This is an optimization exercise on Yosys and OpenROAD, whose aim is small area, not a production implementation.
The RTL was checked by simulation tests, not by an equivalence proof against the original design.
Power and IR drop assume default switching activity.

--- flow/design.v ---
module am_sdr_1bit_rx #(
  parameter int PHASE_W   = 24,
  parameter int CIC_ORDER = 3,
  parameter int DEC_LOG2  = 8,
  parameter int OUT_W     = 8
) (
  input  logic               clk,
  input  logic               rst_n,
  input  logic               rf_in,
  input  logic [PHASE_W-1:0] tune_word,
  input  logic               tune_load,
  input  logic               pwm_en,
  output logic [OUT_W-1:0]   mag_out,
  output logic               mag_valid,
  output logic               pwm_out
);
  function automatic logic [26:0] rca(input logic [25:0] a, input logic [25:0] b,
                                      input logic ci);
    logic c;
    logic [26:0] r;
    c = ci;
    for (int i = 0; i < 26; i++) begin
      r[i] = a[i] ^ b[i] ^ c;
      c    = (a[i] & b[i]) | (a[i] & c) | (b[i] & c);
    end
    r[26] = c;
    rca = r;
  endfunction
  logic [11:0] ph_lo, ph_hi;         
  logic        ph_c;
  logic [PHASE_W-1:0] tune_reg;
  logic [7:0]  j;                    
  logic [8:0]  jn;                   
  logic [12:0] ph_lo_n;
  logic [1:0]  lo;                   
  logic        tick, ui, uq, ui_r, uq_r;
  logic        j255;
  assign ph_lo_n = 13'(rca(26'(ph_lo), 26'(tune_reg[11:0]), 1'b0));
  assign lo      = ph_hi[11:10] + 2'(ph_c & (&ph_hi[9:0]));
  assign jn      = {1'b0, j} + 9'd1;
  assign j255    = (j == 8'd255);
  assign ui      = ~(rf_in ^ lo[1]);
  assign uq      = ~(rf_in ^ lo[1] ^ lo[0]);
  logic c_clr;
  always_ff @(posedge clk or negedge rst_n) begin
    if (!rst_n) begin
      tick  <= 1'b0;
      c_clr <= 1'b1;
      ui_r  <= 1'b0;
      uq_r  <= 1'b0;
    end else begin
      tick  <= j255;
      c_clr <= j255;
      ui_r  <= ui;
      uq_r  <= uq;
    end
  end
  always_ff @(posedge clk or negedge rst_n) begin
    if (!rst_n) begin
      ph_lo    <= '0;
      ph_hi    <= '0;
      ph_c     <= 1'b0;
      tune_reg <= '0;
      j        <= 8'd0;
      pwm_out  <= 1'b0;
    end else begin
      ph_lo   <= ph_lo_n[11:0];
      ph_c    <= ph_lo_n[12];
      ph_hi   <= 12'(rca(26'(ph_hi), 26'(tune_reg[23:12]), ph_c));
      if (tune_load) tune_reg <= tune_word;
      j       <= jn[7:0];
      pwm_out <= pwm_en & (j < mag_out);
    end
  end
  logic [15:0] wc;
  logic [14:0] wc_r;                 
  assign wc   = {j255, wc_r};
  logic [14:0] wa;
  logic [15:0] wb;
  logic [7:0]  wa_hi;
  logic [15:0] wb_half;
  always_ff @(posedge clk or negedge rst_n) begin
    if (!rst_n)
      wc_r <= 15'd1;
    else if (j255)
      wc_r <= 15'd1;
    else
      wc_r <= 15'(rca(26'(wc_r), 26'(jn), 1'b1));
  end
  always_comb begin
    wa_hi   = 8'(rca(26'(wc[14:7]), 26'({~jn[6:0], 1'b1}), 1'b0));
    wa      = {wa_hi, wc[6:0]};
    wb_half = 16'(rca(26'({jn[8] ^ jn[7], ~jn[7], jn[6:0], 7'b1000000}), 26'(16'(~wc)), 1'b1));
    wb      = {wb_half[14:0], 1'b0};
  end
  logic [15:0] a_lo_i, a_lo_q, b_lo_i, b_lo_q, c_lo_i, c_lo_q;
  logic [7:0]  a_hi_i, a_hi_q;
  logic [7:0]  b_hi_i, b_hi_q;
  logic [5:0]  c_hi_i, c_hi_q;
  logic        a_c_i, a_c_q, b_c_i, b_c_q, c_c_i, c_c_q;
  logic [1:0]  n_dec;
  logic        lsb_a;
  assign lsb_a = ~n_dec[0];
  logic [16:0] na_i, na_q, nb_i, nb_q, nc_i, nc_q;
  always_ff @(posedge clk) begin
    c_lo_i <= nc_i[15:0];  c_c_i <= nc_i[16];
    c_lo_q <= nc_q[15:0];  c_c_q <= nc_q[16];
    c_hi_i <= c_clr ? 6'd0 : 6'(rca(26'(c_hi_i), 26'd0, c_c_i));
    c_hi_q <= c_clr ? 6'd0 : 6'(rca(26'(c_hi_q), 26'd0, c_c_q));
  end
  always_comb begin
    na_i = 17'(rca(26'(tick ? b_lo_i : a_lo_i), 26'(wa & {15{ui_r}}), 1'b0));
    na_q = 17'(rca(26'(tick ? b_lo_q : a_lo_q), 26'(wa & {15{uq_r}}), 1'b0));
    nb_i = 17'(rca(26'(tick ? c_lo_i : b_lo_i), 26'(wb & {16{ui_r}}), 1'b0));
    nb_q = 17'(rca(26'(tick ? c_lo_q : b_lo_q), 26'(wb & {16{uq_r}}), 1'b0));
    nc_i = 17'(rca(26'(c_clr ? 16'd0 : c_lo_i), 26'(wc & {16{ui_r}}), 1'b0));
    nc_q = 17'(rca(26'(c_clr ? 16'd0 : c_lo_q), 26'(wc & {16{uq_r}}), 1'b0));
  end
  always_ff @(posedge clk or negedge rst_n) begin
    if (!rst_n) begin
      a_lo_i <= 16'h29c0; a_lo_q <= 16'h29c0; a_hi_i <= 8'h6b;  a_hi_q <= 8'h6b;
      b_lo_i <= 16'hd63f; b_lo_q <= 16'hd63f; b_hi_i <= 8'h15;  b_hi_q <= 8'h15;
      a_c_i <= 1'b0; a_c_q <= 1'b0; b_c_i <= 1'b0; b_c_q <= 1'b0;
      n_dec  <= 2'd0;
    end else begin
      a_lo_i <= na_i[15:0];  a_c_i <= na_i[16];
      a_lo_q <= na_q[15:0];  a_c_q <= na_q[16];
      b_lo_i <= nb_i[15:0];  b_c_i <= nb_i[16];
      b_lo_q <= nb_q[15:0];  b_c_q <= nb_q[16];
      a_hi_i <= 8'(rca(26'(tick ? b_hi_i : a_hi_i), 26'd0, tick ? b_c_i : a_c_i));
      a_hi_q <= 8'(rca(26'(tick ? b_hi_q : a_hi_q), 26'd0, tick ? b_c_q : a_c_q));
      b_hi_i <= 8'(rca(26'(tick ? {2'b0, c_hi_i} : b_hi_i), 26'd0, tick ? c_c_i : b_c_i));
      b_hi_q <= 8'(rca(26'(tick ? {2'b0, c_hi_q} : b_hi_q), 26'd0, tick ? c_c_q : b_c_q));
      if (tick && n_dec != 2'd3) n_dec <= n_dec + 2'd1;
    end
  end
  logic [23:0] acc_ai, acc_aq;
  logic        neg_i, neg_q;
  logic [29:0] s_i, s_q;
  assign acc_ai = {a_hi_i, a_lo_i};
  assign acc_aq = {a_hi_q, a_lo_q};
  assign neg_i  = ~(acc_ai[23] ^ (a_c_i & (&acc_ai[22:16])));
  assign neg_q  = ~(acc_aq[23] ^ (a_c_q & (&acc_aq[22:16])));
  assign s_i    = {{6{neg_i}}, acc_ai[22:0], lsb_a};
  assign s_q    = {{6{neg_q}}, acc_aq[22:0], lsb_a};
  logic       d0;
  logic [8:0] t_i, t_q;
  assign d0 = (j[1:0] == 2'd2);
  always_comb begin
    case (j[1:0])
      2'd2:    begin t_i = s_i[8:0];   t_q = s_q[8:0];   end
      2'd3:    begin t_i = s_i[17:9];  t_q = s_q[17:9];  end
      default: begin t_i = s_i[26:18]; t_q = s_q[26:18]; end
    endcase
  end
  logic        cab_i, cab_q, c1, c2, cge, mp_i, mp_q;      
  logic [7:0]  mag_pend;
  logic [8:0]  m_i, m_q, hm_i, hm_q, nq;
  logic        pi_, pq_;
  logic [9:0]  inc_i, inc_q, sum1, sum2, cmp;
  always_comb begin
    inc_i = 10'(rca(26'(t_i ^ {9{neg_i}}), 26'd0, d0 ? neg_i : cab_i));
    inc_q = 10'(rca(26'(t_q ^ {9{neg_q}}), 26'd0, d0 ? neg_q : cab_q));
    m_i   = inc_i[8:0];
    m_q   = inc_q[8:0];
    pi_   = d0 ? 1'b0 : mp_i;
    pq_   = d0 ? 1'b0 : mp_q;
    hm_i  = {m_i[8:1], m_i[0] & ~d0};
    hm_q  = {m_q[8:1], m_q[0] & ~d0};
    sum1  = 10'(rca(26'({m_i[7:0], pi_}), 26'(hm_q), d0 ? 1'b0 : c1));    
    sum2  = 10'(rca(26'({m_q[7:0], pq_}), 26'(hm_i), d0 ? 1'b0 : c2));    
    nq    = ~m_q;
    cmp   = 10'(rca(26'(m_i), 26'(nq), d0 ? 1'b1 : cge));                 
  end
  always_ff @(posedge clk) begin
    cab_i <= inc_i[9];
    cab_q <= inc_q[9];
    mp_i  <= m_i[8];
    mp_q  <= m_q[8];
    c1    <= sum1[9];
    c2    <= sum2[9];
    cge   <= cmp[9];
    if (tick) mag_pend <= cmp[9] ? sum1[7:0] : sum2[7:0];
  end
  logic seen;                        
  assign seen = (n_dec != 2'd0);
  always_ff @(posedge clk or negedge rst_n) begin
    if (!rst_n) begin
      mag_out   <= '0;
      mag_valid <= 1'b0;
    end else begin
      mag_valid <= seen & (j == 8'd3);
      if (seen & (j == 8'd3)) mag_out <= mag_pend;
    end
  end
endmodule
--- flow/flow/run.sh ---
#!/bin/bash
# The standard layout (standard.sh: the standard flow's synthesis and ORFS flow), with two changes:
# clock tree synthesis without dummy loads, and the smallest buffer on each port.
# make's output goes to flow_make.log; each ORFS step keeps its own log under orfs/logs/.
set -euo pipefail
bash standard.sh \
  "CTS_ARGS=-sink_clustering_enable -repair_clock_nets -sink_clustering_size 45 -sink_clustering_max_diameter 70 -buf_list {sky130_fd_sc_hd__clkbuf_4 sky130_fd_sc_hd__clkbuf_16} -root_buf sky130_fd_sc_hd__clkbuf_4 -dont_use_dummy_load" \
  "BUFFER_PORTS_ARGS=-buffer_cell sky130_fd_sc_hd__buf_1" \
  finish > flow_make.log 2>&1
--- flow/standard.sh ---
#!/bin/bash
# synth_recipe.tcl (not shown) runs the flow's synth.tcl, then flattens the netlist and writes it again
# the make line also repeats each setting of config.mk as NAME=value (left out here)
make -C /OpenROAD-flow-scripts/flow DESIGN_CONFIG=/design/flow/config.mk WORK_HOME=/design/flow/orfs CLKGATE_MAP_FILE= SYNTH_SCRIPT=/design/flow/synth_recipe.tcl "${@:-finish}"
--- flow/config.mk ---
export PLATFORM = sky130hd
export DESIGN_NAME = am_sdr_1bit_rx
export DESIGN_NICKNAME = am_sdr_1bit_rx
export VERILOG_FILES = /design/flow/design.v
export SDC_FILE = /design/flow/constraint.sdc
export NUM_CORES = 4
export LEC_CHECK = 0
export ABC_AREA = 1
export CAP_MARGIN = 0
export CORE_MARGIN = 2
export CORE_UTILIZATION = 70
export SLEW_MARGIN = 20
--- flow/constraint.sdc ---
create_clock -name core_clock -period 8.0 [get_ports {clk}]
set_input_delay 1.6000 -clock core_clock [delete_from_list [all_inputs] [get_ports {clk}]]
set_output_delay 1.6000 -clock core_clock [all_outputs]
set_load 0.01 [all_outputs]
==> impl_results.md, run 1 <==
* Cell Rows at 51
* Post_cts resized at 0
* Synthesized area per cell at 10.4 um2
* Net switching power at 1.71 mW
* Clk network pwr share at 0.148
* Die X at 146 um
* Starting Density at 0.717
* Ratio of final minimum period to clock period at 0.931
* Final WS setup at between 0.5 and 0.6 ns
* First-pass GRT wire length at 47.0 mm
* Num CTS Buffers at 15
* Die H at 146 um
* Yosys top cell by area: dfrtp_1
* Setup TNS at 0 ns
* Post-Syn Area at 0.0140 mm2
* Met3 Wirelength at 1.53 mm
* Final Slew Violations at 0
* EDFF count, synth at 8
* Pint at between 2 and 3 mW
* GPL Wtd Cong at approximately 0.84
* Finished Layout Cells at 1,640
* Pwr dens at slightly above 300 mW/mm2
* Tmin final at approximately 7.4 ns
* Actual slew at the worst max-slew pin at 0.992 ns
* CTS sink count at 249
* Syn-to-layout area delta at 5.09%
* Post-route cell area at 0.0148 mm2
* Pre-antenna DRT Iters at 5
* Setup-failing EPs final at 0
* Core ar. at 0.0196 mm2
* Post-CTS Hold Buffers at 0
* Post-synth top area share at 0.246
* Vias at roughly 8,800
* Clk_skew at 0.0405 ns
* Net count after synthesis at about 1,600
* Vias per cell at between 5 and 6
* RSZ-0062 raised after global routing: false
* Most common cell after layout, fill and taps aside: nand2_1
* Remaining antenna violation count at 0
* Cell count after synthesis at around 1,400
* Overall Global Routing Usage at 0.281
* R2r startpoint: c_clr
* Fmax at 0.134 GHz
* HPWL Detailed at roughly 21 mm
* Reg clk slew, reported paths at 0.08 ns
* DRT met1 WL at 12.3 mm
* Vias in the first global route at 9,078
* Post-CTS setup buffer count at 0
* Post-placement cell count at 1,624
* Worst slack, placed at 0.540 ns
* Sequential area share after synthesis at 0.432
* Worst-path fanout max at 3
* Placed inst area at 0.0144 mm2
* Post-synthesis async set-or-reset flop share at 0.755
* Hold Vio Cnt, Final at 0
* Required time of the critical path at 8.61 ns
* Hold slack at 0.434 ns
* Worst Hold Class: reg -> reg
* Flops & latches, synth at about 250
* I/O Buffers at 38
* Startpoint Class: flop
* Max reg flops at 24
* Met2 WL post-DR at 13.1 mm
* Setup CP Type: reg -> reg
* CTS tree: yes
* Final core occ at 0.754
* Antenna violations before repair at 1
* Power, Total at 4.53 mW
* Most frequent cells in the layout: nand2_1 (254), inv_1 (237), fa_1 (145)
* Outcome: complete, no violations
* Skew-Pair Late Insertion Delay at 0.67 ns
* # fillers at ~1,400
* Rel. slew slack at 0.339
* Clk buf depth at 3
* CTS root buf: clkbuf_4
* Multi-input gate area at 0.00688 mm2
* Routed WL at about 28 mm
* Top Metal Used: met4
* Hold Startpoint: c_lo_q[0]
* Top FF cell, synth: dfrtp_1
* CP Launch Point: c_clr
* Net Sw Frac at 0.377
* Crit path DAT at 8.06 ns
* Comb pwr share at 0.399
* Synth cell types at 40
* Peak VDD IR at 0.276 mV
* Nets at between 1,500 and 2,000
* Max Cap Violations at 0
* DRC at 0
* Starting DRT DRC Count at 540
* H-Tree Depth at 1
* Sequential Power Share at 0.453
* Routed WL per cell at approximately 17 um
* Die area at 0.0212 mm2
* # IOs at 39
* Yosys warning count at 1
* GRT overflow at 0
* Leak at 7.45 nW
* Largest net degree at the start of global routing at 189
* CP Capture Type: flop
* Register area at approximately 0.006 mm2
* Layout cells sized above 1 at 0.0866
* Ranking of synthesized cells by area: dfrtp_1 (25%), fa_1 (21%), dfstp_2 (9.4%)
==> cell type report <==
| cell class | count | area share |
|---|---|---|
| diodes | 1 | 0.000169 |
| clock buffers | 15 | 0.0219 |
| inverters | 242 | 0.0615 |
| multi-input cells | 818 | 0.466 |
| flip-flops and latches | 249 | 0.411 |
| well taps | 265 | 0.0225 |
| repair buffers | 50 | 0.0169 |
==> cells by family (layout without fill, tap and decap cells) <==
| kind of cell | Yosys count | count (layout) | synth area share |
|---|---|---|---|
| fa+ha+maj | 236 | 236 | 0.287 |
| simple gates | 389 | 389 | 0.111 |
| other cells | 0 | 1 | 0 |
| flops | 249 | 249 | 0.432 |
| compound gates | 135 | 135 | 0.0506 |
| xor+xnor | 33 | 33 | 0.0211 |
| buf+inv | 286 | 307 | 0.0785 |
| mux | 25 | 25 | 0.0198 |
==> synthesized netlist by cell type, drive strengths merged (16+ instances only) <==
library cell  number
xor2              18
dfstp             50
dfrtp            138
fa               145
ha                89
inv              241
mux2              22
nor2             101
a21oi             16
dfxtp             53
o21ai             98
nand2            258
clkbuf            35
==> worst max-delay path, cell delays in order, from the launching register on <==
cell     delay [ns]
dfstp_2        0.54
nor2_1         0.05
ha_1           0.22
fa_1           0.41
inv_1          0.09
fa_1           0.16
inv_1          0.05
fa_1           0.42
fa_1           0.43
fa_1           0.43
fa_1           0.44
fa_1           0.44
fa_1           0.47
fa_1           0.46
fa_1           0.47
fa_1           0.47
fa_1           0.46
fa_1           0.46
fa_1           0.43
inv_1          0.09
fa_1           0.38
inv_1          0.06
==> power by group through the flow <==
stage | logic, mW | registers, mW | clock network [mW]
finish | 1.81 | 2.05 | 0.671
CTS | 1.84 | 2.05 | 0.687
detailed placement | 1.82 | 2.08 | 0
global placement | 1.70 | 2.07 | 0
floorplan | 1.33 | 2.00 | 0
global route | 2.16 | 2.11 | 0.729
==> worst paths after layout <==
kind,endpoint,slack (ns),cells after the start
worst max register to register,c_lo_q[15],0.55,21
worst max-delay path,c_lo_q[15],0.55,21
worst min register to register,b_lo_q[0],0.43,2
max in group asynchronous,tick,6.03,2
worst min-delay path,b_lo_q[0],0.43,2
min in group asynchronous,tune_reg[1],1.16,2
==> layer usage <==
layer | global-route usage | up-vias
li1 | - | 4166
met1 | 0.418 | 4290
met2 | 0.449 | 246
met3 | 0.0310 | 48
met4 | 0.0794 | 0
met5 | 0 | -
==> run 2: changes to the inputs <==
==> flow/flow/run.sh (replaced) <==
#!/bin/bash
# The standard layout (standard.sh: the standard flow's synthesis and ORFS flow), with two changes:
# clock tree synthesis without dummy loads, and the smallest buffer on each port.
# make's output goes to flow_make.log; each ORFS step keeps its own log under orfs/logs/.
set -euo pipefail
bash standard.sh \
  "CTS_ARGS=-sink_clustering_enable -repair_clock_nets -sink_clustering_size 48 -sink_clustering_max_diameter 75 -buf_list sky130_fd_sc_hd__clkbuf_16 -dont_use_dummy_load" \
  "BUFFER_PORTS_ARGS=-buffer_cell sky130_fd_sc_hd__buf_1" \
  finish > flow_make.log 2>&1
==> run 2 against run 1 <==
  * Wire length is 0.31% higher
  * First-iteration DRC count is 1.3% higher
  * Sequential cell count stayed put
  * Worst setup slack better by 0.00067 ns
  * Synthesized cell count stayed put
  * Area after synthesis stayed put
  * Die area stayed put
  * Critical path type unchanged
  * Fmax hardly changed
  * Critical endpoint unchanged
==> impl_results.md, run 2 <==
* Die area at 0.0212 mm2 (unchanged)
* Cell Rows at 51 (unchanged)
* Max reg flops at 24 (unchanged)
* Post-CTS setup buffer count at 0 (unchanged)
* RSZ-0062 raised after global routing: false
* Die H at 146 um (unchanged)
* Actual slew at the worst max-slew pin at 0.594 ns (-0.398 ns)
* Hold Vio Cnt, Final at 0 (unchanged)
* Sequential area share after synthesis at 0.432 (unchanged)
* Placed inst area at 0.0144 mm2 (unchanged)
* Final Slew Violations at 0 (unchanged)
* Post-synth top area share at 0.246 (unchanged)
* R2r startpoint: c_clr
* Synthesized area per cell at 10.4 um2 (unchanged)
* Flops & latches, synth at 249 (unchanged)
* Slowest stage delay, CP at 0.55 ns (about the same)
* Net count after synthesis at 1,616 (unchanged)
* Startpoint Class: flop
* Remaining antenna violation count at 0 (unchanged)
* Worst Hold Class: reg -> reg
* Post-synth top cells: nand2_1 (254), inv_1 (238), fa_1 (145)
* Final WS setup at 0.554 ns (+0.000669 ns)
* Core ar. at 0.0196 mm2 (unchanged)
* CTS root buf: clkbuf_16
* Routed WL per cell at 17.0 um (+0.31%)
* CP Launch Point: c_clr
* Vias per cell at 5.34 (about the same)
* Reg clk slew, reported paths at 0.11 ns (+0.03 ns)
* Skew-Pair Late Insertion Delay at 0.50 ns (-0.17 ns)
* Post-Syn Area at 0.0140 mm2 (unchanged)
* Leak at 7.49 nW (+0.48%)
* HPWL Detailed at 21.1 mm (unchanged)
* Crit path cell chain: nor2_1 -> ha_1 -> fa_1 -> inv_1 -> fa_1 -> inv_1 -> fa_1 -> fa_1 -> fa_1 -> fa_1 -> fa_1 -> fa_1 -> fa_1 -> fa_1 -> fa_1 -> fa_1 -> fa_1 -> fa_1 -> inv_1 -> fa_1 -> inv_1
* Routed WL at 27.8 mm (+0.31%)
* Post-route cell area at 0.0148 mm2 (+0.52%)
* Starting DRT DRC Count at 547 (+1.3%)
* EDFF count, synth at 8 (unchanged)
* Num CTS Buffers at 15 (unchanged)
* DRC at 0 (unchanged)
* Peak VDD IR at 0.243 mV (-12%)
* Vias in the first global route at 9,123 (+0.50%)
* # IOs at 39 (unchanged)
* Synth cell types at 40 (unchanged)
* Setup TNS at 0 ns (unchanged)
* Pwr dens at 310 mW/mm2 (+1.1%)
* Fmax at 0.134 GHz (about the same)
* Syn-to-layout area delta at 5.65%
* Yosys top cell by area: dfrtp_1
* Largest net degree at the start of global routing at 189 (unchanged)
* Pre-antenna DRT Iters at 5 (unchanged)
* Power, Total at 4.60 mW (+1.6%)
* Clk_skew at 0.0577 ns (+0.0173 ns)
* Starting Density at 0.717 (unchanged)
* First-pass GRT wire length at 47.3 mm (+0.65%)
* Ranking of synthesized cells by area: dfrtp_1 (25%), fa_1 (21%), dfstp_2 (9.4%)
* Rel. slew slack at 0.604 (+0.265)
* Die X at 146 um (unchanged)
* Vias at 8,751 (+0.011%)
* CTS sink count at 249 (unchanged)
* Ratio of final minimum period to clock period at 0.931 (about the same)
* Setup CP Type: reg -> reg
* Setup-failing EPs final at 0 (unchanged)
* Nets at 1,640 (+0.061%)
* Outcome: complete, no violations
* Required time of the critical path at 8.41 ns (-0.20 ns)
* CTS tree: yes
* GPL Wtd Cong at 0.836 (unchanged)
* Clk buf depth at 3 (unchanged)
* Post-synthesis async set-or-reset flop share at 0.755 (unchanged)
* Hold Startpoint: c_lo_i[0]
* Diode count at 0 (-1)
* Worst slack, placed at 0.540 ns (unchanged)
* Tmin final at 7.45 ns (-0.000669 ns)
* CP max stage cell: dfstp_2
* Most frequent cell after synthesis: nand2_1
* Max Cap Violations at 0 (unchanged)
* Layout cells sized above 1 at 0.0873 (+0.000664)
* Crit path DAT at 7.86 ns (-0.20 ns)
* I/O Buffers at 38 (unchanged)
* Post-CTS Hold Buffers at 0 (unchanged)
* CP Capture Type: flop
* Antenna violations before repair at 0 (-1)
* H-Tree Depth at 1 (unchanged)
* CP most frequent cell: fa_1
* Post_cts resized at 0 (unchanged)
* Yosys warning count at 1 (unchanged)
* Most frequent cells in the layout: nand2_1 (254), inv_1 (237), fa_1 (145)
* Worst-path fanout max at 3 (unchanged)
* Cell count after synthesis at 1,353 (unchanged)
* Top FF cell, synth: dfrtp_1
* Overall Global Routing Usage at 0.283 (+0.00207)
* GRT overflow at 0 (unchanged)
* Most common cell after layout, fill and taps aside: nand2_1
[run 2: changes by cell type in the layout (fill, tap and decap cells not counted)]
cell       delta
clkbuf_16     +3
diode_2       -1
buf_16        +1
clkbuf_4      -3
[run 2: worst max-delay path: cells and delay by family (launching register included)]
family	cells	cell delay (ns)
adder cells (fa/ha/maj)	16	6.51
buffers and inverters	4	0.28
flip-flops	1	0.55
AND/OR/NAND/NOR	1	0.05
[run 2: cell type report]
class / instances / area, um2
clock buffers: 15 / 375
fillers: 1367 / 4750
inverters: 242 / 908
multi-input cells: 818 / 6880
flip-flops and latches: 249 / 6070
well taps: 265 / 332
repair buffers: 51 / 277
[run 2: report_power, final]
| part | switching [mW] | total, mW | internal (mW) | leakage (nW) |
|---|---|---|---|---|
| Sequential | 0.225 | 2.05 | 1.83 | 2.71 |
| Combinational | 1.10 | 1.82 | 0.718 | 4.59 |
| Clock | 0.398 | 0.734 | 0.336 | 0.185 |
[run 2: final timing paths]
check	to	slack (ns)	cells after the start
min reg2reg	b_lo_i[0]	0.45	2
max	c_lo_q[15]	0.55	21
min	b_lo_i[0]	0.45	2
max reg2reg	c_lo_q[15]	0.55	21
max in group asynchronous	b_lo_q[14]	5.91	3
min in group asynchronous	tune_reg[3]	1.16	2
[run 2: layer usage]
metal / global-route usage / share of wire / routed length [um]
met4: 0.0873 / 0.036 / 1010
met1: 0.421 / 0.45 / 12400
met5: 0 / 0 / 0
met3: 0.0307 / 0.050 / 1380
met2: 0.449 / 0.47 / 13000
[run 2: through the flow]
step           utilization  std cells  hold slack (ns)
6_report             0.758       1640            0.453
5_1_grt              0.758       1640            0.476
4_1_cts              0.756       1639            0.452
3_5_place_dp         0.737       1624            0.427
3_3_place_gp         0.737       1624            0.423
2_1_floorplan            -       1353            0.399
[run 2: kinds of logic after synthesis]
family                     count (synthesis)  synth area share
DFF                                      249             0.432
and+or+nand+nor                          389             0.111
xor gates and xnor gates                  33            0.0211
muxes                                     25            0.0198
buffers and inverters                    286            0.0785
adders and majority gates                236             0.287
AOI/OAI and AO/OA                        135            0.0506
==> run 3: changes to the inputs <==
--- a/flow/flow/run.sh
+++ b/flow/flow/run.sh
@@ -5,5 +5,5 @@
 set -euo pipefail
 bash standard.sh \
-  "CTS_ARGS=-sink_clustering_enable -repair_clock_nets -sink_clustering_size 48 -sink_clustering_max_diameter 75 -buf_list sky130_fd_sc_hd__clkbuf_16 -dont_use_dummy_load" \
+  "CTS_ARGS=-sink_clustering_enable -repair_clock_nets -sink_clustering_size 45 -sink_clustering_max_diameter 70 -buf_list sky130_fd_sc_hd__clkbuf_16 -dont_use_dummy_load" \
   "BUFFER_PORTS_ARGS=-buffer_cell sky130_fd_sc_hd__buf_1" \
   finish > flow_make.log 2>&1
==> run 3 against run 2 <==
  * Still clean on timing, DRC and antenna
  * Sequential power about the same
  * Global-route usage about the same
  * Via count barely moved
  * Critical endpoint unchanged
  * Largest cell class unchanged
  * Largest power group unchanged
==> impl_results.md, run 3 <==
* Core ar. at 0.0196 mm2 (unchanged)
* Pwr dens at 311 mW/mm2 (+0.27%)
* RR Endpoint: c_lo_q[15]
* Peak VDD IR at 0.281 mV (+16%)
* Clk buf depth at 3 (unchanged)
* Largest net degree at the start of global routing at 189 (unchanged)
* CP Capture Type: flop
* Crit path capture: c_lo_q[15]
* GRT overflow at 0 (unchanged)
* Hold Vio Cnt, Final at 0 (unchanged)
* Setup-failing EPs final at 0 (unchanged)
* Pre-antenna DRT Iters at 6 (+1)
* Rel. slew slack at 0.330 (-0.274)
* Vias in the first global route at 9,082 (-0.45%)
* Clk_skew at 0.0394 ns (-0.0183 ns)
* Fmax at 0.134 GHz (-0.11%)
* Ratio of final minimum period to clock period at 0.932 (+0.00105)
* Post-Syn Area at 0.0140 mm2 (unchanged)
* Most frequent cells in the layout: nand2_1 (254), inv_1 (237), fa_1 (145)
* Nets at 1,639 (-0.061%)
* Required time of the critical path at 8.44 ns (+0.03 ns)
* Actual slew at the worst max-slew pin at 1.00 ns (+0.411 ns)
* Diode count at 0 (unchanged)
* Final Slew Violations at 0 (unchanged)
* I/O Buffers at 38 (unchanged)
* Worst Hold Class: reg -> reg
* Most frequent cell after synthesis: nand2_1
* Cell count of the worst reg-to-reg path at 21 (unchanged)
* Cell Rows at 51 (unchanged)
* Die area at 0.0212 mm2 (unchanged)
* Setup CP Type: reg -> reg
* Setup TNS at 0 ns (unchanged)
* H-Tree Depth at 1 (unchanged)
* Layout cells sized above 1 at 0.0866 (-0.000664)
* EDFF count, synth at 8 (unchanged)
* GPL Wtd Cong at 0.836 (unchanged)
* Yosys top cell by area: dfrtp_1
* Startpoint Class: flop
* Yosys warning count at 1 (unchanged)
* Max Cap Violations at 0 (unchanged)
* Post-CTS setup buffer count at 0 (unchanged)
* Overall Global Routing Usage at 0.283 (+0.000325)
* Syn-to-layout area delta at 5.45%
* Flops & latches, synth at 249 (unchanged)
* Crit path DAT at 7.90 ns (+0.04 ns)
* Die H at 146 um (unchanged)
* Starting DRT DRC Count at 551 (+0.73%)
* R2r startpoint: c_clr
* Outcome: complete, no violations
* Slowest stage delay, CP at 0.54 ns (about the same)
* Starting Density at 0.717 (unchanged)
* Routed WL at 28.0 mm (+0.72%)
* Final core occ at 0.756 (-0.00140)
* HPWL Detailed at 21.1 mm (unchanged)
* Vias at 8,749 (-0.023%)
* Hold Startpoint: c_lo_q[0]
* Net count after synthesis at 1,616 (unchanged)
* Post-synthesis async set-or-reset flop share at 0.755 (unchanged)
* Reg clk slew, reported paths at 0.08 ns (-0.03 ns)
* DRC at 0 (unchanged)
* Post-synth top area share at 0.246 (unchanged)
* Die X at 146 um (unchanged)
* Skew-Pair Late Insertion Delay at 0.50 ns (about the same)
* Finished Layout Cells at 1,639 (-0.061%)
* Remaining antenna violation count at 0 (unchanged)
* Max reg flops at 24 (unchanged)
* Post-CTS Hold Buffers at 0 (unchanged)
* Crit path cell chain: nor2_1 -> ha_1 -> fa_1 -> inv_1 -> fa_1 -> inv_1 -> fa_1 -> fa_1 -> fa_1 -> fa_1 -> fa_1 -> fa_1 -> fa_1 -> fa_1 -> fa_1 -> fa_1 -> fa_1 -> fa_1 -> inv_1 -> fa_1 -> inv_1
* Placed inst area at 0.0144 mm2 (unchanged)
* CP most frequent cell: fa_1
* # fillers at 1,364 (-0.22%)
* Most common cell after layout, fill and taps aside: nand2_1
* RSZ-0062 raised after global routing: false
* CP max stage cell: dfstp_2
* Top FF cell, synth: dfrtp_1
* First-pass GRT wire length at 47.3 mm (-0.13%)
* Ranking of synthesized cells by area: dfrtp_1 (25%), fa_1 (21%), dfstp_2 (9.4%)
* Tmin final at 7.45 ns (+0.00836 ns)
* Num CTS Buffers at 15 (unchanged)
* Post_cts resized at 0 (unchanged)
* Vias per cell at 5.34 (about the same)
* Sequential area share after synthesis at 0.432 (unchanged)
* Post-route cell area at 0.0148 mm2 (-0.19%)
* Synthesized area per cell at 10.4 um2 (unchanged)
* CTS sink count at 249 (unchanged)
* Post-synth top cells: nand2_1 (254), inv_1 (238), fa_1 (145)
* Cell count after synthesis at 1,353 (unchanged)
* CTS root buf: clkbuf_16
* # IOs at 39 (unchanged)
* Synth cell types at 40 (unchanged)
* CP Launch Point: c_clr
* R2R Setup Slk at 0.55 ns (about the same)
* CTS tree: yes
* Antenna violations before repair at 0 (unchanged)
* Post-placement cell count at 1,624 (unchanged)
* Leak at 7.48 nW (-0.17%)
* Routed WL per cell at 17.1 um (+0.78%)
* Worst-path fanout max at 3 (unchanged)
[run 3: cell count changes in the layout (fill, tap and decap cells not counted)]
cell | before | now
buf_16 | 1 | 0
[run 3: cells by family (layout without fill, tap and decap cells)]
family / Yosys count / after routing / synth area share
simple gates: 389 / 389 / 0.111
fa+ha+maj: 236 / 236 / 0.287
flops: 249 / 249 / 0.432
compound gates: 135 / 135 / 0.0506
buf+inv: 286 / 307 / 0.0785
mux: 25 / 25 / 0.0198
xor+xnor: 33 / 33 / 0.0211
[run 3: worst min-delay path by stage]
| stage | to | slack (ns) | cells past startpoint |
|---|---|---|---|
| after floorplan | b_lo_i[0] | 0.40 | 2 |
| after global placement | b_lo_q[0] | 0.42 | 2 |
| after detailed placement | b_lo_q[0] | 0.43 | 2 |
| after CTS | b_lo_q[0] | 0.44 | 2 |
| after global routing | b_lo_q[0] | 0.46 | 2 |
| final | b_lo_q[0] | 0.43 | 2 |
[run 3: layer usage]
layer	global-route usage	routed length, um	up-vias
met3	0.0339	1680	43
li1	-	-	4158
met1	0.420	12300	4294
met4	0.0794	790	0
met2	0.452	13200	254
met5	0	0	-
[run 3: through the flow]
stage          setup slack [ns]  power, mW  hold WS [ns]
4_1_cts                   0.495       4.65         0.438
3_3_place_gp              0.632       3.76         0.423
2_1_floorplan             0.343       3.32         0.399
3_5_place_dp              0.540       3.90         0.427
6_report                  0.546       4.61         0.432
5_1_grt                   0.277       5.07         0.458
[run 3: power by group]
group / internal [mW] / leakage [nW] / switching [mW]
Sequential: 1.83 / 2.71 / 0.226
Clock: 0.336 / 0.185 / 0.402
Combinational: 0.716 / 4.58 / 1.10
[run 3: cell type report]
class	count	area, um2	area share
multi-input cells	818	6880	0.464
well taps	265	332	0.0224
flip-flops and latches	249	6070	0.410
inverters	242	908	0.0613
repair buffers	50	249	0.0168
clock buffers	15	375	0.0253
[run 3: worst max-delay path, delay by kind of cell (launching register included)]
family / cells / cell delay [ns]
adder cells (fa/ha/maj): 16 / 6.55
buffers and inverters: 4 / 0.29
flip-flops: 1 / 0.54
AND/OR/NAND/NOR: 1 / 0.05
==> run 4: changes to the inputs <==
--- a/flow/flow/run.sh
+++ b/flow/flow/run.sh
@@ -5,5 +5,5 @@
 set -euo pipefail
 bash standard.sh \
-  "CTS_ARGS=-sink_clustering_enable -repair_clock_nets -sink_clustering_size 45 -sink_clustering_max_diameter 70 -buf_list sky130_fd_sc_hd__clkbuf_16 -dont_use_dummy_load" \
+  "CTS_ARGS=-sink_clustering_enable -repair_clock_nets -sink_clustering_size 45 -sink_clustering_max_diameter 70 -buf_list sky130_fd_sc_hd__clkbuf_16 -root_buf sky130_fd_sc_hd__clkbuf_4 -dont_use_dummy_load" \
   "BUFFER_PORTS_ARGS=-buffer_cell sky130_fd_sc_hd__buf_1" \
   finish > flow_make.log 2>&1
==> run 4 against run 3 <==
  * Still clean on timing, DRC and antenna
  * Global-route usage fell by 0.24 points
  * Core utilization decreased by 0.26 points
  * Total power is 1.7% lower
  * Synthesized cell count unchanged
  * Clock skew increased by 0.0011 ns
  * Register-to-register slack hardly changed
  * Wire length shrank 1.0%
  * Die area stayed put
==> impl_results.md, run 4 <==
* Required time of the critical path at 8.61 ns (+0.17 ns)
* CTS tree: yes
* Post-placement cell count at 1,624 (unchanged)
* Outcome: complete, no violations
* CP most frequent cell: fa_1
* Yosys warning count at 1 (unchanged)
* Largest family of logic cells by synthesized area: adder cells
* RSZ-0062 raised after global routing: false
* Delay-heaviest family, CP: adder cells
* Final WS setup at 0.553 ns (+0.00769 ns)
* First-pass GRT wire length at 47.0 mm (-0.51%)
* CP max stage cell: dfstp_2
* Die X at 146 um (unchanged)
* Net count after synthesis at 1,616 (unchanged)
* HPWL Detailed at 21.1 mm (unchanged)
* Rel. slew slack at 0.339 (+0.00846)
* Routed WL per cell at 16.9 um (-1.1%)
* Reg clk slew, reported paths at 0.08 ns (about the same)
* Placed inst area at 0.0144 mm2 (unchanged)
* Adder-cell share of the synthesized area at 0.287 (unchanged)
* Syn-to-layout area delta at 5.09%
* Layout cells sized above 1 at 0.0866 (unchanged)
* Pre-antenna DRT Iters at 5 (-1)
* Max reg flops at 24 (unchanged)
* Most frequent cell after synthesis: nand2_1
* Yosys top cell by area: dfrtp_1
* Tmin final at 7.45 ns (-0.00769 ns)
* Synth Area in Compound Gates at 0.0506 (unchanged)
* EDFF count, synth at 8 (unchanged)
* Top FF cell, synth: dfrtp_1
* Die H at 146 um (unchanged)
* Core ar. at 0.0196 mm2 (unchanged)
* Post-synth top area share at 0.246 (unchanged)
* Starting Density at 0.717 (unchanged)
* Slowest stage delay, CP at 0.54 ns (about the same)
* Post-synthesis async set-or-reset flop share at 0.755 (unchanged)
* DRC at 0 (unchanged)
* Power, Total at 4.53 mW (-1.7%)
* Crit path DAT at 8.06 ns (+0.16 ns)
* Worst Hold Class: reg -> reg
* Startpoint Class: flop
* Nets at 1,639 (unchanged)
* Vias at 8,750 (+0.011%)
* Actual slew at the worst max-slew pin at 0.992 ns (-0.0127 ns)
* Skew-Pair Late Insertion Delay at 0.67 ns (+0.17 ns)
* Setup-failing EPs final at 0 (unchanged)
* Antenna violations before repair at 1 (+1)
* Die area at 0.0212 mm2 (unchanged)
* Post-route cell area at 0.0148 mm2 (-0.34%)
* Post-synth top cells: nand2_1 (254), inv_1 (238), fa_1 (145)
* Pwr dens at 307 mW/mm2 (-1.3%)
* Max Cap Violations at 0 (unchanged)
* Synth cell types at 40 (unchanged)
* Most frequent cells in the layout: nand2_1 (254), inv_1 (237), fa_1 (145)
* Synthesized area per cell at 10.4 um2 (unchanged)
* CP Capture Type: flop
* Final Slew Violations at 0 (unchanged)
* Remaining antenna violation count at 0 (unchanged)
* Synth Area in XOR/XNOR at 0.0211 (unchanged)
* CTS root buf: clkbuf_4
* # fillers at 1,379 (+1.1%)
* Largest net degree at the start of global routing at 189 (unchanged)
* Post-synthesis mux area share at 0.0198 (unchanged)
* Clk_skew at 0.0405 ns (+0.00107 ns)
* Simple-gate area share of the yosys netlist at 0.111 (unchanged)
* CTS sink count at 249 (unchanged)
* Cell Rows at 51 (unchanged)
* Num CTS Buffers at 15 (unchanged)
* Post-CTS setup buffer count at 0 (unchanged)
* Setup TNS at 0 ns (unchanged)
* Most common cell after layout, fill and taps aside: nand2_1
* Post-Syn Area at 0.0140 mm2 (unchanged)
* Vias in the first global route at 9,078 (-0.044%)
* Overall Global Routing Usage at 0.281 (-0.00239)
* WP buf/inv at 4 (unchanged)
* Vias per cell at 5.34 (about the same)
* Fmax at 0.134 GHz (+0.10%)
* Clk buf depth at 3 (unchanged)
* Ratio of final minimum period to clock period at 0.931 (-0.000962)
* GRT overflow at 0 (unchanged)
* H-Tree Depth at 1 (unchanged)
* Post-CTS Hold Buffers at 0 (unchanged)
* Cell count after synthesis at 1,353 (unchanged)
* Hold slack at 0.434 ns (+0.00119 ns)
* Hold Vio Cnt, Final at 0 (unchanged)
* Leak at 7.45 nW (-0.31%)
* Final core occ at 0.754 (-0.00255)
* Ranking of synthesized cells by area: dfrtp_1 (25%), fa_1 (21%), dfstp_2 (9.4%)
* Setup CP Type: reg -> reg
* I/O Buffers at 38 (unchanged)
* Starting DRT DRC Count at 540 (-2.0%)
* Routed WL at 27.7 mm (-1.0%)
* Post_cts resized at 0 (unchanged)
* GPL Wtd Cong at 0.836 (unchanged)
* Peak VDD IR at 0.276 mV (-2.1%)
* Worst slack, placed at 0.540 ns (unchanged)
* Flops & latches, synth at 249 (unchanged)
* Crit path cell chain: nor2_1 -> ha_1 -> fa_1 -> inv_1 -> fa_1 -> inv_1 -> fa_1 -> fa_1 -> fa_1 -> fa_1 -> fa_1 -> fa_1 -> fa_1 -> fa_1 -> fa_1 -> fa_1 -> fa_1 -> fa_1 -> inv_1 -> fa_1 -> inv_1
* Worst-path fanout max at 3 (unchanged)
* Finished Layout Cells at 1,640 (+0.061%)
* Sequential area share after synthesis at 0.432 (unchanged)
* # IOs at 39 (unchanged)
-- run 4: changes by cell type in the layout (fill, tap and decap cells not counted) --
cell,previous run,this run
clkbuf_16,15,12
clkbuf_4,1,4
diode_2,0,1
-- run 4: worst paths after layout --
kind / start / endpoint / slack (ns) / cells past startpoint
worst min register to register: c_lo_q[0] / b_lo_q[0] / 0.43 / 2
min in group asynchronous: rst_n / tune_reg[1] / 1.16 / 2
max in group asynchronous: rst_n / tick / 6.03 / 2
worst max-delay path: c_clr / c_lo_q[15] / 0.55 / 21
worst min-delay path: c_lo_q[0] / b_lo_q[0] / 0.43 / 2
worst max register to register: c_clr / c_lo_q[15] / 0.55 / 21
-- run 4: logic make-up (layout without fill, tap and decap cells) --
| kind of cell | after synthesis | in the layout |
|---|---|---|
| xor gates and xnor gates | 33 | 33 |
| DFF | 249 | 249 |
| other | 0 | 1 |
| adders and majority gates | 236 | 236 |
| muxes | 25 | 25 |
| buffers and inverters | 286 | 307 |
| AOI/OAI and AO/OA | 135 | 135 |
| and+or+nand+nor | 389 | 389 |
-- run 4: metal layers --
metal  wire length [um]  up-vias  GRT usage
li1                   -     4166          -
met2              13100      246      0.449
met4                877        0     0.0794
met3               1530       48     0.0310
met5                  0        -          0
met1              12300     4290      0.418
-- run 4: report_power, final --
part	internal, mW	leakage [nW]	total (mW)	switching (mW)
logic	0.714	4.58	1.81	1.09
clock network	0.281	0.162	0.671	0.390
registers	1.83	2.71	2.05	0.225
total	2.82	7.45	4.53	1.71
-- run 4: worst register-to-register path: stages (launching register included) --
cell     delay (ns)
dfstp_2        0.54
nor2_1         0.05
ha_1           0.22
fa_1           0.41
inv_1          0.09
fa_1           0.16
inv_1          0.05
fa_1           0.42
fa_1           0.43
fa_1           0.43
fa_1           0.44
fa_1           0.44
fa_1           0.47
fa_1           0.46
fa_1           0.47
fa_1           0.47
fa_1           0.46
fa_1           0.46
fa_1           0.43
inv_1          0.09
fa_1           0.38
inv_1          0.06
-- run 4: layout make-up --
class / count / area [um2] / share of cell area
diodes: 1 / 2.50 / 0.000169
clock buffers: 15 / 323 / 0.0219
inverters: 242 / 908 / 0.0615
multi-input cells: 818 / 6880 / 0.466
flip-flops and latches: 249 / 6070 / 0.411
well taps: 265 / 332 / 0.0225
repair buffers: 50 / 249 / 0.0169
==> run 5: changes to the inputs <==
--- a/flow/flow/run.sh
+++ b/flow/flow/run.sh
@@ -1,5 +1,7 @@
 #!/bin/bash
-# The standard layout (standard.sh: the standard flow's synthesis and ORFS flow), with two changes:
-# clock tree synthesis without dummy loads, and the smallest buffer on each port.
+# The standard layout (standard.sh: the standard flow's synthesis and the ORFS flow) with a different
+# clock tree and port buffers: clock tree synthesis clusters at most 45 flip-flops within
+# 70 um under each clkbuf_16, uses a clkbuf_4 at the root and inserts no dummy loads; every
+# port gets a buf_1 buffer.
 # make's output goes to flow_make.log; each ORFS step keeps its own log under orfs/logs/.
 set -euo pipefail
==> run 5 against run 4 <==
  * Still clean on timing, DRC and antenna
  * Area after synthesis unchanged
  * First-iteration DRC count did not move
  * Cell count did not move
  * Global-route usage is the same
  * Non-clock buffer count unchanged
  * Sequential share of layout area is the same
  * Critical path depth unchanged
  * Clock skew unchanged
  * Worst setup slack unchanged
  * Count of clock-buffer cells in the layout unchanged
  * Highest routed layer unchanged
==> impl_results.md, run 5 <==
* DRC at 0 (unchanged)
* GPL Wtd Cong at 0.836 (unchanged)
* Most frequent cells in the layout: nand2_1 (254), inv_1 (237), fa_1 (145)
* Pwr dens at 307 mW/mm2 (unchanged)
* Yosys top cell by area: dfrtp_1
* I/O Buffers at 38 (unchanged)
* Post-placement cell count at 1,624 (unchanged)
* Cell count of the worst reg-to-reg path at 21 (unchanged)
* Overall Global Routing Usage at 0.281 (unchanged)
* Setup TNS at 0 ns (unchanged)
* Clk network pwr share at 0.148 (about the same)
* CP Capture Type: flop
* Max reg flops at 24 (unchanged)
* Power, Total at 4.53 mW (unchanged)
* HPWL Detailed at 21.1 mm (unchanged)
* Crit path cell chain: nor2_1 -> ha_1 -> fa_1 -> inv_1 -> fa_1 -> inv_1 -> fa_1 -> fa_1 -> fa_1 -> fa_1 -> fa_1 -> fa_1 -> fa_1 -> fa_1 -> fa_1 -> fa_1 -> fa_1 -> fa_1 -> inv_1 -> fa_1 -> inv_1
* Remaining antenna violation count at 0 (unchanged)
* Reg clk slew, reported paths at 0.08 ns (about the same)
* Hold slack at 0.434 ns (unchanged)
* Die area at 0.0212 mm2 (unchanged)
* Outcome: complete, no violations
* Top FF cell, synth: dfrtp_1
* Hold Vio Cnt, Final at 0 (unchanged)
* Layout cells sized above 1 at 0.0866 (unchanged)
* Syn-to-layout area delta at 5.09% (unchanged)
* Post-synth top area share at 0.246 (unchanged)
* Cell count after synthesis at 1,353 (unchanged)
* GRT overflow at 0 (unchanged)
* Die X at 146 um (unchanged)
* Crit path DAT at 8.06 ns (about the same)
* CTS sink count at 249 (unchanged)
* CTS root buf: clkbuf_4
* EDFF count, synth at 8 (unchanged)
* Net Sw Frac at 0.377 (unchanged)
* Tmin final at 7.45 ns (unchanged)
* Num CTS Buffers at 15 (unchanged)
* Post-Syn Area at 0.0140 mm2 (unchanged)
* Post-synth top cells: nand2_1 (254), inv_1 (238), fa_1 (145)
* Post-route cell area at 0.0148 mm2 (unchanged)
* Peak VDD IR at 0.276 mV (unchanged)
* Largest net degree at the start of global routing at 189 (unchanged)
* Flops & latches, synth at 249 (unchanged)
* Sequential Power Share at 0.453 (about the same)
* Cell Rows at 51 (unchanged)
* Delay-heaviest family, CP: adder cells
* # IOs at 39 (unchanged)
* Net switching power at 1.71 mW (unchanged)
* Post-CTS Hold Buffers at 0 (unchanged)
* CTS tree: yes
* Comb pwr share at 0.399 (about the same)
* Post-CTS setup buffer count at 0 (unchanged)
* Leak at 7.45 nW (unchanged)
* Actual slew at the worst max-slew pin at 0.992 ns (unchanged)
* Ratio of final minimum period to clock period at 0.931 (unchanged)
* Pint at 2.82 mW (unchanged)
* Nets at 1,639 (unchanged)
* Setup CP Type: reg -> reg
* CP most frequent cell: fa_1
* Routed WL at 27.7 mm (unchanged)
* Most frequent cell after synthesis: nand2_1
* Most common cell after layout, fill and taps aside: nand2_1
* Net count after synthesis at 1,616 (unchanged)
* Starting DRT DRC Count at 540 (unchanged)
* Synth cell types at 40 (unchanged)
* Placed inst area at 0.0144 mm2 (unchanged)
* Worst Hold Class: reg -> reg
* Clk_skew at 0.0405 ns (unchanged)
* Worst-path fanout max at 3 (unchanged)
* Final Slew Violations at 0 (unchanged)
* Starting Density at 0.717 (unchanged)
* Routed WL per cell at 16.9 um (unchanged)
* Skew-Pair Late Insertion Delay at 0.67 ns (about the same)
* Max Cap Violations at 0 (unchanged)
* Post-synthesis async set-or-reset flop share at 0.755 (unchanged)
* Slowest stage delay, CP at 0.54 ns (about the same)
* Vias at 8,750 (unchanged)
* Worst path depth at 21 (unchanged)
* Final WS setup at 0.553 ns (unchanged)
* Vias per cell at 5.34 (unchanged)
* Ranking of synthesized cells by area: dfrtp_1 (25%), fa_1 (21%), dfstp_2 (9.4%)
* Worst slack, placed at 0.540 ns (unchanged)
* Yosys warning count at 1 (unchanged)
* Vias in the first global route at 9,078 (unchanged)
* Required time of the critical path at 8.61 ns (about the same)
* Post_cts resized at 0 (unchanged)
* Pre-antenna DRT Iters at 5 (unchanged)
* CP max stage cell: dfstp_2
* Core ar. at 0.0196 mm2 (unchanged)
* Startpoint Class: flop
* H-Tree Depth at 1 (unchanged)
* Die H at 146 um (unchanged)
* Hold path depth at 2 (unchanged)
* Finished Layout Cells at 1,640 (unchanged)
* Setup-failing EPs final at 0 (unchanged)
* Fmax at 0.134 GHz (unchanged)
* Clk buf depth at 3 (unchanged)
* Antenna violations before repair at 1 (unchanged)
* Rel. slew slack at 0.339 (unchanged)
* RSZ-0062 raised after global routing: false
* Synthesized area per cell at 10.4 um2 (unchanged)
* Final core occ at 0.754 (unchanged)
* WP buf/inv at 4 (unchanged)
* Sequential area share after synthesis at 0.432 (unchanged)
* First-pass GRT wire length at 47.0 mm (unchanged)
## run 5: final timing paths
check / from / to / slack (ns)
setup / recovery: c_clr / c_lo_q[15] / 0.55
hold / removal: c_lo_q[0] / b_lo_q[0] / 0.43
setup reg to reg: c_clr / c_lo_q[15] / 0.55
hold reg to reg: c_lo_q[0] / b_lo_q[0] / 0.43
max in group asynchronous: rst_n / tick / 6.03
min in group asynchronous: rst_n / tune_reg[1] / 1.16
## run 5: cell families after synthesis
kind of cell / Yosys count / synth area share
mux: 25 / 0.0198
compound gates: 135 / 0.0506
fa+ha+maj: 236 / 0.287
buf+inv: 286 / 0.0785
flops: 249 / 0.432
simple gates: 389 / 0.111
xor+xnor: 33 / 0.0211
## run 5: area by class of cell
class / count / area [um2]
multi-input combinational: 818 / 6880
sequential: 249 / 6070
fill: 1379 / 4830
inverter: 242 / 908
tap: 265 / 332
clock buffer: 15 / 323
timing repair buffer: 50 / 249
antenna: 1 / 2.50
## run 5: routing by layer
metal	vias up	wire (um)	part of all wire	GRT usage
li1	4166	-	-	-
met5	-	0	0	0
met1	4290	12300	0.44	0.418
met3	48	1530	0.055	0.0310
met2	246	13100	0.47	0.449
met4	0	877	0.032	0.0794
## run 5: worst min-delay path: stages, from the launching register on
cell and delay, ns:
dfxtp_1 0.30, inv_1 0.06, o21ai_0 0.07
## run 5: power groups by stage
stage	registers [mW]	logic, mW	clock network (mW)
after detailed placement	2.08	1.82	0
final	2.05	1.81	0.671
after global routing	2.11	2.16	0.729
after global placement	2.07	1.70	0
after CTS	2.05	1.84	0.687
after floorplan	2.00	1.33	0

separate check: timing with driven ports:
Ports are ideal in the flow. The routed layouts listed here were re-timed in OpenROAD. Step 1 (the two cells are an assumption about what drives the block):
set clk [get_ports {clk}]
set_driving_cell -lib_cell sky130_fd_sc_hd__clkbuf_16 $clk
set_driving_cell -lib_cell sky130_fd_sc_hd__buf_2 [delete_from_list [all_inputs] $clk]
Step 2 adds t to the input delays and takes it off the output delays; t is the mean of the earliest and latest rising clock arrival at the registers after step 1. Input paths then give back, and output paths get back, about the clock's delay inside the block. Slacks: no drivers / after step 1 / after step 2; pairs: no drivers / after step 1.
run | t (ns) | slack for setup (ns) | cell pins on the clock port's net
run 1 | 0.690 | 0.553 / 0.553 / 0.553 | 1
run 2 | 0.522 | 0.554 / 0.554 / 0.554 | 1
run 3 | 0.526 | 0.546 / 0.546 / 0.546 | 1
run 4 | 0.690 | 0.553 / 0.553 / 0.553 | 1
run 5 | 0.690 | 0.553 / 0.553 / 0.553 | 1
After both steps setup and hold are still met in every run listed.
